This design comes from an exercise in tuning for small area, a short achievable clock period and few clock cycles on the open sky130 flow, not from production work. The RTL was checked by simulation tests, not by an equivalence proof against the original design. Power figures rest on the tool's default switching activity, not on a simulated workload.

indigo:
Design matrix_mac_top, start of the top module:
module matrix_mac_top
#(
  parameter int MATRIX_DIM = 4,
  parameter int ELEM_W     = 16
)
(
  input  logic                                    dca_port_11,
  input  logic                                    dca_port_17,
  input  logic                                    i_start,
  input  logic                                    i_clear,
  input  logic [1:0]                              i_opcode,
  input  logic                                    i_init_acc,
  input  logic [MATRIX_DIM-1:0]                   i_row_mask,
  input  logic [MATRIX_DIM-1:0]                   i_col_mask,
  input  logic [mac_pkg::STEP_W-1:0]              i_steps,
  input  logic [MATRIX_DIM*MATRIX_DIM*ELEM_W-1:0] i_lhs,
  input  logic [MATRIX_DIM*MATRIX_DIM*ELEM_W-1:0] i_rhs,
  output logic                                    o_busy,
  output logic                                    o_step_req,
  output logic                                    o_done,
  output logic [MATRIX_DIM*MATRIX_DIM*ELEM_W-1:0] o_result
);
Size: about 8000 cells after synthesis.
==> flow/config.mk <==
export PLATFORM = sky130hd
export DESIGN_NAME = matrix_mac_top
export DESIGN_NICKNAME = matrix_mac_top
export VERILOG_FILES = /design/flow/design.v
export SDC_FILE = /design/flow/constraint.sdc
export NUM_CORES = 4
export LEC_CHECK = 0
export CAP_MARGIN = 20
export CORE_MARGIN = 2
export CORE_UTILIZATION = 40
export SETUP_SLACK_MARGIN = 2.5
export SLEW_MARGIN = 20
==> flow/constraint.sdc <==
create_clock -name core_clock -period 8.0 [get_ports {dca_port_11}]
set_input_delay 1.6000 -clock core_clock [delete_from_list [all_inputs] [get_ports {dca_port_11}]]
set_output_delay 1.6000 -clock core_clock [all_outputs]
set_load 0.01 [all_outputs]
standard.sh (not shown) runs the stock make flow with config.mk's settings and CLKGATE_MAP_FILE= SYNTH_SCRIPT=/design/flow/synth_recipe.tcl, a recipe that flattens the netlist after the stock synthesis.
==> flow/flow/run.sh <==
#!/bin/bash
# Layout flow: the standard flow (standard.sh) with two changes.
#  1. The port buffers are buf_2 cells instead of the clkdlybuf4s50_1 delay
#     cells that buffer_ports picks by default; every port still gets one.
#  2. After the standard synthesis (run unchanged), fa_polarity.py re-chooses
#     the polarity of each full-adder cell (a full adder is self-dual) so that
#     fewer inverters sit between them. Registers and all other cells are kept.
#     simeq.py compares the netlists by random simulation of every register
#     input and output; if they differ, the standard netlist is used as is.
set -euo pipefail
export BUFFER_PORTS_ARGS="-buffer_cell sky130_fd_sc_hd__buf_2"
R=orfs/results/${FLOW_PLATFORM}/matrix_mac_top/base
LIB=${FLOW_HOME}/platforms/${FLOW_PLATFORM}/lib/sky130_fd_sc_hd__tt_025C_1v80.lib

bash standard.sh synth > standard_synth.log 2>&1
cp "$R/1_2_yosys.v" "$R/1_2_yosys_standard.v"
if python3 flow/fa_polarity.py "$R/1_2_yosys_standard.v" polarity.v > fa_polarity.log 2>&1 &&
   python3 flow/simeq.py "$LIB" "$R/1_2_yosys_standard.v" polarity.v > simeq.log 2>&1; then
  cp polarity.v "$R/1_2_yosys.v"
  rm -f "$R/1_synth.odb" "$R/1_synth.sdc"
else
  echo "polarity step not used" >> fa_polarity.log
fi
bash standard.sh > standard_flow.log 2>&1
Other scripts of this flow, unchanged in this note and not shown: flow/flow/fa_polarity.py, flow/flow/simeq.py
indigo did not stop at any stage, and its layout met the timing, design-rule and antenna checks.
Testbench counts of indigo, summed over its fixed seeds: cycles 7,501.
For tundra, these inputs were changed with respect to indigo:
# indigo
export LEC_CHECK = 0
export CAP_MARGIN = 20
export CORE_MARGIN = 2
export CORE_UTILIZATION = 40
export SETUP_SLACK_MARGIN = 2.5
export SLEW_MARGIN = 20
create_clock -name core_clock -period 8.0 [get_ports {dca_port_11}]
# tundra
export LEC_CHECK = 0
export CAP_MARGIN = 20
export CORE_MARGIN = 2
export CORE_UTILIZATION = 40
export CTS_BUF_LIST = sky130_fd_sc_hd__clkbuf_4 sky130_fd_sc_hd__clkbuf_8
export CTS_CLUSTER_SIZE = 20
export SETUP_SLACK_MARGIN = 2.0
export SLEW_MARGIN = 20
create_clock -name core_clock -period 8.0 [get_ports {dca_port_11}]
[summary]
Relative to indigo, post-route clock period utilization has increased by 3.1 points in tundra. Final design utilization: tundra and indigo compared, lower one is tundra. Sort tundra and indigo by proportion of power drawn by combinational gates, descending, and indigo comes first. Number of nets in the final layout was lower in the run labelled tundra. Comparing tundra and indigo, clock power share is lower on indigo. In tundra, clock latency of the later-clocked register in the worst-skew pair is higher than in indigo. Against indigo, the final cell area of tundra is lower. The fraction of area in clock buffers and inverters of indigo and that of tundra are within noise of each other. tundra: number of vias in the routed layout lower than indigo. Between tundra and indigo, the count of buffer and inverter cells on the critical path is higher for indigo.
--- input diff tundra..xenon ---
# tundra
export LEC_CHECK = 0
export CAP_MARGIN = 20
export CORE_MARGIN = 2
export CORE_UTILIZATION = 40
export CTS_BUF_LIST = sky130_fd_sc_hd__clkbuf_4 sky130_fd_sc_hd__clkbuf_8
export CTS_CLUSTER_SIZE = 20
export SETUP_SLACK_MARGIN = 2.0
export SLEW_MARGIN = 20
create_clock -name core_clock -period 8.0 [get_ports {dca_port_11}]
# xenon
export LEC_CHECK = 0
export CAP_MARGIN = 20
export CORE_MARGIN = 2
export CORE_UTILIZATION = 40
export SETUP_SLACK_MARGIN = 2.25
export SLEW_MARGIN = 20
create_clock -name core_clock -period 8.0 [get_ports {dca_port_11}]
[summary]
- Measured against each other, tundra and xenon differ in setup slack, the higher figure coming from xenon.
- Per the comparison of xenon with tundra, total power up 1.0 mW; layout clock buffer count has decreased; post-route fraction of the period consumed by the critical path shrank by 2.9 points.
- met1 demand-to-capacity share in global routing was lower in tundra than in xenon.
- Summary of xenon over tundra: global-route wire length before repair shows an increase of 16 mm, count of placed standard cells in the final layout, fillers left out shows an increase of about 1.3%, minimum period implied by the final worst setup slack shows a reduction of 0.23 ns, worst path arrival time shows a reduction of 0.37 ns.
Input changes introduced in yarrow (baseline for comparison: xenon):
# xenon
export LEC_CHECK = 0
export CAP_MARGIN = 20
export CORE_MARGIN = 2
export CORE_UTILIZATION = 40
export SETUP_SLACK_MARGIN = 2.25
export SLEW_MARGIN = 20
create_clock -name core_clock -period 8.0 [get_ports {dca_port_11}]
# yarrow
export LEC_CHECK = 0
export CAP_MARGIN = 20
export CORE_MARGIN = 2
export CORE_UTILIZATION = 40
export PLACE_DENSITY = 0.75
export SETUP_SLACK_MARGIN = 2.0
export SLEW_MARGIN = 20
create_clock -name core_clock -period 8.0 [get_ports {dca_port_11}]
## What came out
yarrow and xenon all finish clean.
yarrow has less setup slack than xenon.
Compared to xenon, yarrow has layout net count about 1.3% lower.
A critical path capture point of mac_datapath_i.g_row[1].g_col[2].mac_lane_i.top_c$_DFF_PN0_ is what yarrow shows, while mac_datapath_i.g_row[0].g_col[3].mac_lane_i.top_c$_DFF_PN0_ belongs to xenon.
Per the comparison of yarrow with xenon, fraction of the core area covered by cells at the end of the flow fell 1.8 points, instance count after placement with tap cells included about even.
Compared with xenon, yarrow shows final critical-path share of the clock period higher by 3.4 points.
[yarrow] flop-to-flop setup slack fell 0.21 ns relative to xenon

========
Another version of the RTL of matrix_mac_top (not shown whole).
For scale: roughly 8,200 cells after synthesis, roughly 790 I/O pins.
==> flow/config.mk <==
export PLATFORM = sky130hd
export DESIGN_NAME = matrix_mac_top
export DESIGN_NICKNAME = matrix_mac_top
export VERILOG_FILES = /design/flow/design.v
export SDC_FILE = /design/flow/constraint.sdc
export NUM_CORES = 4
export LEC_CHECK = 0
export CAP_MARGIN = 10
export CORE_MARGIN = 2
export CORE_UTILIZATION = 45
export SETUP_SLACK_MARGIN = 2.0
export SLEW_MARGIN = 10
==> flow/constraint.sdc <==
create_clock -name core_clock -period 8.0 [get_ports {dca_port_11}]
set_input_delay 1.6000 -clock core_clock [delete_from_list [all_inputs] [get_ports {dca_port_11}]]
set_output_delay 1.6000 -clock core_clock [all_outputs]
set_load 0.01 [all_outputs]
Scripts as last shown in full above: flow/flow/run.sh
Other scripts of this flow, unchanged in this note and not shown: flow/flow/fa_polarity.py, flow/flow/simeq.py
The starting point completed with no timing, DRC or antenna violations.
Testbench counts at the start, summed over its fixed seeds: cycles 7,501.
Next try:
- CORE_UTILIZATION: 45 -> 40
The changed run produced a clean layout.
Core utilization is lower by 5.2 points.
Wire length is higher by a few percent.
Maximum frequency came out lower slightly.
Synthesized cell count stays the same.

========
matrix_mac_top with an RTL version that a note above also has.
Size: about 8,000 cells after synthesis, ~790 I/O pins.
clock: 8.0 ns
lec_check: 0
cap_margin: 20
core_margin: 2
core_utilization: 40
setup_slack_margin: 2.0
slew_margin: 20
Scripts as last shown in full above: flow/flow/run.sh
Other scripts of this flow, unchanged in this note and not shown: flow/flow/fa_polarity.py, flow/flow/simeq.py
Testbench counts at the start, summed over its fixed seeds: cycles 7,501.
==> next run, changes <==
- CORE_UTILIZATION: 40 -> 50
After rerunning:
- combinational power hardly moves
- clock skew went up by 0.0064 ns
- power went down by 1.2%
- die area went down by about 20%
- sequential share of layout area is about the same
- critical path depth stays the same
==> next run, changes <==
- CORE_UTILIZATION: 50 -> 40
- SETUP_SLACK_MARGIN: 2.0 -> 1.5
Effect: Wire length went up by 2.2%; setup slack loses 0.41 ns; combinational power is about the same; synthesized area does not change; via count went down by 0.92%; flip-flop and latch count is unchanged; power went down by 1.1%; hold slack gains 0.016 ns; clock-buffer cell count does not change; core utilization went down by 13 points.
==> next run, changes <==
- GPL_TIMING_DRIVEN: unset -> 0
Setup slack gets worse by 0.15 ns.
Via count climbs by 8.5%.
Cell count climbs by 3.4%.
Wire length climbs by 28%.
Hold slack gets worse by 0.019 ns.
Power climbs by 12%.

afterwards: timing with drivers on the ports:
Ports are ideal in the flow. The routed layouts listed here were re-timed in OpenROAD.
Step 1: set_driving_cell puts a clkbuf_16 on dca_port_11 and a buf_2 on each other input, an assumption about the parent block.
Step 2 times the ports against the registers' clock, not the clock port: input delays grow and output delays shrink by t, the midpoint of the rising clock arrivals with the driver on.
Three values: ideal ports, drivers, drivers and shift; two values: the first two.
run	t (ns)	setup slack, ns	clock arrival spread, ns	slew at the worst register clock pin (ns)	worst slew at a driven data input, ns
indigo	0.819	2.280 / 2.297 / 1.523	0.033 / 0.033	0.07 / 0.07	0.27
tundra	0.957	2.033 / 2.040 / 1.084	0.079 / 0.079	0.08 / 0.08	0.29
xenon	0.814	2.261 / 2.234 / 1.420	0.054 / 0.054	0.07 / 0.07	0.39
yarrow	0.805	1.991 / 1.965 / 1.160	0.022 / 0.022	0.07 / 0.07	0.33
the first run of note 2	0.837	2.025 / 2.025 / 1.250	0.037 / 0.037	0.08 / 0.08	0.22
the second run of note 2	0.812	2.000 / 2.000 / 1.256	0.029 / 0.029	0.08 / 0.08	0.26
the first run of note 3	0.811	2.032 / 2.032 / 1.221	0.028 / 0.029	0.07 / 0.07	0.25
the second run of note 3	0.777	1.995 / 2.055 / 1.282	0.033 / 0.032	0.07 / 0.07	0.28
the third run of note 3	0.809	1.587 / 1.531 / 0.721	0.049 / 0.049	0.07 / 0.07	0.36
the fourth run of note 3	0.843	1.437 / 1.437 / 0.739	0.047 / 0.047	0.07 / 0.07	0.28
After both steps setup and hold are still met in every run listed. The setup slack of tundra, which loses most, moves by +0.007 ns with the drivers and by -0.949 ns with both steps.
